Context: an optimization exercise on an open-source flow, tuned for small area, a short achievable clock period and few clock cycles per item. The choices shown serve that exercise and are no tape-out recipe. In this exercise RTL edits were held to simulation tests only and were not proved equivalent to the original. No activity file was given, so power comes from the tool's default toggle rates.

// mesh_line
module mesh_line #(
    parameter int NODE_COUNT = 4
) (
    input  logic                      clock,
    input  logic                      rst,
    input  logic                      fwd_in_valid,
    input  logic [15:0]               fwd_in_data,
    output logic                      fwd_in_credit,
    output logic                      fwd_out_valid,
    output logic [15:0]               fwd_out_data,
    output logic [3:0]                fwd_out_hops,
    input  logic                      fwd_out_credit,
    input  logic                      bwd_in_valid,
    input  logic [15:0]               bwd_in_data,
    output logic                      bwd_in_credit,
    output logic                      bwd_out_valid,
    output logic [15:0]               bwd_out_data,
    output logic [3:0]                bwd_out_hops,
    input  logic                      bwd_out_credit,
    input  logic [NODE_COUNT-1:0]     cfg_wren,
    input  logic [1:0]                cfg_op,
    input  logic [15:0]               cfg_operand
);
Size: about 1400 cells after synthesis, about 350 flip-flops, ~17000 µm² of cells after synthesis.
Settings: LEC_CHECK=0, CAP_MARGIN=20, CORE_MARGIN=2, CORE_UTILIZATION=55, CTS_CLUSTER_DIAMETER=100, CTS_CLUSTER_SIZE=30, PLACE_DENSITY=0.65, SETUP_SLACK_MARGIN=2.2, SLEW_MARGIN=20; clock period 4.5 ns.
run.sh (not shown) runs the stock make flow with config.mk's settings and CLKGATE_MAP_FILE= SYNTH_SCRIPT=/design/flow/synth_recipe.tcl, a recipe that flattens the netlist after the stock synthesis.
The first run completed without violations.
Testbench counts at the start, summed over its fixed seeds: cycles 3,704, words 6,144.
Then changed:
==> flow/flow/run.sh (new file) <==
#!/bin/bash
# The standard layout, with two changes to how it is made:
#  - the buffer that every input and output port gets is a plain buf_2
#    (the default pick is a slow delay cell);
#  - clock tree synthesis clusters more sinks per buffer and adds no dummy loads.
# Each tool's full output stays in orfs/logs; make's own output goes to standard.log.
set -euo pipefail
export BUFFER_PORTS_ARGS="-buffer_cell sky130_fd_sc_hd__buf_2"
export CTS_ARGS="-sink_clustering_enable -repair_clock_nets -sink_clustering_size 30 -sink_clustering_max_diameter 100 -dont_use_dummy_load"
bash standard.sh > standard.log 2>&1
==> flow/standard.sh (new file) <==
#!/bin/bash
# synth_recipe.tcl (not shown) runs the flow's synth.tcl, then flattens the netlist and writes it again
# the make line also repeats each setting of config.mk as NAME=value (left out here)
make -C /OpenROAD-flow-scripts/flow DESIGN_CONFIG=/design/flow/config.mk WORK_HOME=/design/flow/orfs CLKGATE_MAP_FILE= SYNTH_SCRIPT=/design/flow/synth_recipe.tcl "${@:-finish}"
CORE_UTILIZATION = 70   (was 55)
CTS_CLUSTER_DIAMETER = unset   (was 100)
CTS_CLUSTER_SIZE = unset   (was 30)
PLACE_DENSITY = 0.8   (was 0.65)
removed: flow/run.sh
After rerunning:
- cell count goes down by a few percent
- maximum frequency shrinks slightly
- register-to-register slack degrades by 0.04 ns
- worst setup slack got worse by 0.017 ns
Then changed:
==> flow/run.sh (new file) <==
#!/bin/bash
# synth_recipe.tcl (not shown) runs the flow's synth.tcl, then flattens the netlist and writes it again
# the make line also repeats each setting of config.mk as NAME=value (left out here)
make -C /OpenROAD-flow-scripts/flow DESIGN_CONFIG=/design/flow/config.mk WORK_HOME=/design/flow/orfs CLKGATE_MAP_FILE= SYNTH_SCRIPT=/design/flow/synth_recipe.tcl finish
CORE_UTILIZATION = 40   (was 70)
PLACE_DENSITY = 0.6   (was 0.8)
SETUP_SLACK_MARGIN = unset   (was 2.2)
removed: flow/flow/run.sh
removed: flow/standard.sh
The changed run passed the timing, DRC and antenna checks.
Sequential share of layout area falls by 3.5 points.
Maximum frequency falls by roughly a tenth.
Worst setup slack loses 0.33 ns.
Design area rises by a little under a tenth.
Global-route usage falls by 11 points.
Power rises by about a fifth.

---

The RTL this note starts from:
==> flow/design.v <==
package mesh_pkg;
    localparam int WORD_WIDTH = 16;
    localparam int HOP_WIDTH = 4;
    typedef logic [WORD_WIDTH-1:0] word_t;
    typedef logic [HOP_WIDTH-1:0]  hop_t;
    typedef struct packed {
        word_t data;
        hop_t  hops;
    } flit_t;
    localparam logic [1:0] OP_PASS = 2'd0;
    localparam logic [1:0] OP_ADD  = 2'd1;
    localparam logic [1:0] OP_XOR  = 2'd2;
    typedef struct packed {
        logic [1:0] op;
        word_t      operand;
    } node_cfg_t;
endpackage
module mesh_pipe (
    input  logic        add,
    input  logic [15:0] m,
    input  logic [15:0] x,
    output logic [15:0] y
);
    assign y = add ? x + m : x ^ m;
endmodule
module mesh_hop (
    input  logic        clock,
    input  logic        rst,
    input  logic        add0,
    input  logic [15:0] m0,
    input  logic        add1,
    input  logic [15:0] m1,
    input  logic        add2,
    input  logic [15:0] m2,
    input  logic        add3,
    input  logic [15:0] m3,
    input  logic        in_valid,
    input  logic [15:0] in_data,
    output logic        in_credit,
    output logic        out_valid,
    output logic [15:0] out_data,
    input  logic        out_credit
);
    logic        in_v;
    logic [15:0] in_d;
    logic [15:0] w;
    logic [15:0] q [4];
    logic [3:0]  qv;
    logic [3:0]  sink_cnt;    
    logic        pop;
    logic [15:0] a_in, b_in, c_in;
    logic        a_v, b_v, c_v;
    logic [15:0] a_d, b_d, c_d;
    logic        credit_q;
    mesh_pipe u_op0 (.add(add0), .m(m0), .x(in_data), .y(w));
    always_ff @(posedge clock) begin
        in_d <= w;
        if (rst) begin
            in_v <= 1'b0;
        end else begin
            in_v <= in_valid;
        end
    end
    assign pop = qv[0] && (sink_cnt[0] || out_credit);
    always_ff @(posedge clock) begin
        if (rst) begin
            qv       <= '0;
            sink_cnt <= 4'b1111;
            credit_q <= 1'b0;
        end else begin
            case ({in_v, pop})
                2'b10:   qv <= {qv[2:0], 1'b1};
                2'b01:   qv <= {1'b0, qv[3:1]};
                default: qv <= qv;
            endcase
            case ({out_credit, pop})
                2'b10:   sink_cnt <= {sink_cnt[2:0], 1'b1};
                2'b01:   sink_cnt <= {1'b0, sink_cnt[3:1]};
                default: sink_cnt <= sink_cnt;
            endcase
            credit_q <= pop;
        end
    end
    always_ff @(posedge clock) begin
        for (int i = 0; i < 4; i++) begin
            if (pop) begin
                if (in_v && (i == 3 ? qv[3] : (qv[i] && !qv[i+1]))) begin
                    q[i] <= in_d;
                end else if (i < 3) begin
                    q[i] <= q[(i < 3) ? i + 1 : i];
                end
            end else if (in_v && !qv[i] && (i == 0 || qv[(i > 0) ? i - 1 : 0])) begin
                q[i] <= in_d;
            end
        end
    end
    mesh_pipe u_op1 (.add(add1), .m(m1), .x(q[0]), .y(a_in));
    mesh_pipe u_op2 (.add(add2), .m(m2), .x(a_d),  .y(b_in));
    mesh_pipe u_op3 (.add(add3), .m(m3), .x(b_d),  .y(c_in));
    always_ff @(posedge clock) begin
        a_d <= a_in;
        b_d <= b_in;
        c_d <= c_in;
        if (rst) begin
            a_v <= 1'b0;
            b_v <= 1'b0;
            c_v <= 1'b0;
        end else begin
            a_v <= pop;
            b_v <= a_v;
            c_v <= b_v;
        end
    end
    assign out_valid = c_v;
    assign out_data  = c_d;
    assign in_credit = credit_q;
endmodule
module mesh_node (
    input  logic        clock,
    input  logic        load,       
    input  logic        add_in,     
    input  logic [15:0] m_in,       
    output logic        add,
    output logic [15:0] m
);
    always_ff @(posedge clock) begin
        if (load) begin
            add <= add_in;
            m   <= m_in;
        end
    end
endmodule
module mesh_line #(
    parameter int NODE_COUNT = 4
) (
    input  logic                      clock,
    input  logic                      rst,
    input  logic                      fwd_in_valid,
    input  logic [15:0]               fwd_in_data,
    output logic                      fwd_in_credit,
    output logic                      fwd_out_valid,
    output logic [15:0]               fwd_out_data,
    output logic [3:0]                fwd_out_hops,
    input  logic                      fwd_out_credit,
    input  logic                      bwd_in_valid,
    input  logic [15:0]               bwd_in_data,
    output logic                      bwd_in_credit,
    output logic                      bwd_out_valid,
    output logic [15:0]               bwd_out_data,
    output logic [3:0]                bwd_out_hops,
    input  logic                      bwd_out_credit,
    input  logic [NODE_COUNT-1:0]     cfg_wren,
    input  logic [1:0]                cfg_op,
    input  logic [15:0]               cfg_operand
);
    logic        add_in;
    logic [15:0] m_in;
    logic        add0, add1, add2, add3;
    logic [15:0] m0, m1, m2, m3;
    assign add_in = !rst && (cfg_op == mesh_pkg::OP_ADD);
    assign m_in   = (!rst && (cfg_op != mesh_pkg::OP_PASS)) ? cfg_operand : 16'd0;
    mesh_node node0 (.clock(clock), .load(rst || cfg_wren[0]), .add_in(add_in), .m_in(m_in), .add(add0), .m(m0));
    mesh_node node1 (.clock(clock), .load(rst || cfg_wren[1]), .add_in(add_in), .m_in(m_in), .add(add1), .m(m1));
    mesh_node node2 (.clock(clock), .load(rst || cfg_wren[2]), .add_in(add_in), .m_in(m_in), .add(add2), .m(m2));
    mesh_node node3 (.clock(clock), .load(rst || cfg_wren[3]), .add_in(add_in), .m_in(m_in), .add(add3), .m(m3));
    mesh_hop fwd (
        .clock      (clock),
        .rst        (rst),
        .add0       (add0), .m0 (m0),
        .add1       (add1), .m1 (m1),
        .add2       (add2), .m2 (m2),
        .add3       (add3), .m3 (m3),
        .in_valid   (fwd_in_valid),
        .in_data    (fwd_in_data),
        .in_credit  (fwd_in_credit),
        .out_valid  (fwd_out_valid),
        .out_data   (fwd_out_data),
        .out_credit (fwd_out_credit)
    );
    mesh_hop bwd (
        .clock      (clock),
        .rst        (rst),
        .add0       (add3), .m0 (m3),
        .add1       (add2), .m1 (m2),
        .add2       (add1), .m2 (m1),
        .add3       (add0), .m3 (m0),
        .in_valid   (bwd_in_valid),
        .in_data    (bwd_in_data),
        .in_credit  (bwd_in_credit),
        .out_valid  (bwd_out_valid),
        .out_data   (bwd_out_data),
        .out_credit (bwd_out_credit)
    );
    assign fwd_out_hops = 4'(NODE_COUNT);
    assign bwd_out_hops = 4'(NODE_COUNT);
endmodule
Settings: LEC_CHECK=0, CAP_MARGIN=20, CORE_MARGIN=2, CORE_UTILIZATION=70, PLACE_DENSITY=0.8, SETUP_SLACK_MARGIN=2.2, SLEW_MARGIN=20; clock period 4.5 ns.
Stock flow here: none of the scripts above is used.
Testbench counts at the start, summed over its fixed seeds: cycles 3,704, words 6,144.
Change:
==> flow/flow/run.sh (new file) <==
#!/bin/bash
# The standard layout, with two changes to how it is made:
#  - the buffer that every input and output port gets is a plain buf_2
#    (the default pick is a slow delay cell);
#  - clock tree synthesis clusters more sinks per buffer and adds no dummy loads.
# Each tool's full output stays in orfs/logs; make's own output goes to standard.log.
set -euo pipefail
export BUFFER_PORTS_ARGS="-buffer_cell sky130_fd_sc_hd__buf_2"
export CTS_ARGS="-sink_clustering_enable -repair_clock_nets -sink_clustering_size 30 -sink_clustering_max_diameter 100 -dont_use_dummy_load"
bash standard.sh > standard.log 2>&1
==> flow/standard.sh (new file) <==
#!/bin/bash
# synth_recipe.tcl (not shown) runs the flow's synth.tcl, then flattens the netlist and writes it again
# the make line also repeats each setting of config.mk as NAME=value (left out here)
make -C /OpenROAD-flow-scripts/flow DESIGN_CONFIG=/design/flow/config.mk WORK_HOME=/design/flow/orfs CLKGATE_MAP_FILE= SYNTH_SCRIPT=/design/flow/synth_recipe.tcl "${@:-finish}"
--- a/flow/config.mk
+++ b/flow/config.mk
@@ -9,4 +9,6 @@
 export CORE_MARGIN = 2
-export CORE_UTILIZATION = 70
-export PLACE_DENSITY = 0.8
+export CORE_UTILIZATION = 55
+export CTS_CLUSTER_DIAMETER = 100
+export CTS_CLUSTER_SIZE = 30
+export PLACE_DENSITY = 0.65
 export SETUP_SLACK_MARGIN = 2.2
removed: flow/run.sh
Count of clock-buffer cells in the layout falls by 31.
Sequential power falls by about 1%.
Power drops by 17%.
Change:
==> flow/run.sh (new file) <==
#!/bin/bash
# synth_recipe.tcl (not shown) runs the flow's synth.tcl, then flattens the netlist and writes it again
# the make line also repeats each setting of config.mk as NAME=value (left out here)
make -C /OpenROAD-flow-scripts/flow DESIGN_CONFIG=/design/flow/config.mk WORK_HOME=/design/flow/orfs CLKGATE_MAP_FILE= SYNTH_SCRIPT=/design/flow/synth_recipe.tcl finish
--- a/flow/config.mk
+++ b/flow/config.mk
@@ -10,4 +10,2 @@
 export CORE_UTILIZATION = 55
-export CTS_CLUSTER_DIAMETER = 100
-export CTS_CLUSTER_SIZE = 30
 export PLACE_DENSITY = 0.65
removed: flow/flow/run.sh
removed: flow/standard.sh
Outcome: The changed run completed without violations; power is higher by about a fifth; global-route usage is higher by 0.13 points; die area is unchanged.

port drivers added, routing unchanged:
In the flow no input, the clock included, has a driving cell. The finished layouts below were timed again as built, in two steps.
Step 1, drivers: a clkbuf_16 drives clock and a buf_2 each remaining input, both assumed.
Step 2 also shifts input and output timing later by t, the mid clock arrival at the registers, as if the neighbouring blocks saw the same clock.
a / b / c = ideal ports / drivers / drivers and shift; a / b = the first two.
run	t (ns)	setup WS [ns]	worst register clock-pin slew, ns	worst data-port slew with drivers (ns)	pins driven straight from the clock port
the first run of note 1	0.571	2.213 / 2.241 / 1.670	0.11 / 0.11	0.06	1
the second run of note 1	0.544	2.195 / 2.195 / 1.839	0.12 / 0.12	0.07	1
the third run of note 1	0.597	1.867 / 1.867 / 1.311	0.07 / 0.07	0.05	1
the first run of note 2	0.576	2.189 / 2.169 / 1.644	0.07 / 0.07	0.07	1
the second run of note 2	0.549	2.222 / 2.222 / 1.830	0.12 / 0.12	0.09	1
the third run of note 2	0.571	2.164 / 2.164 / 1.651	0.06 / 0.06	0.06	1
After both steps setup and hold are still met in every run listed. The setup slack of the third run of note 1, which loses most, moves by 0.000 ns with the drivers and by -0.556 ns with both steps.
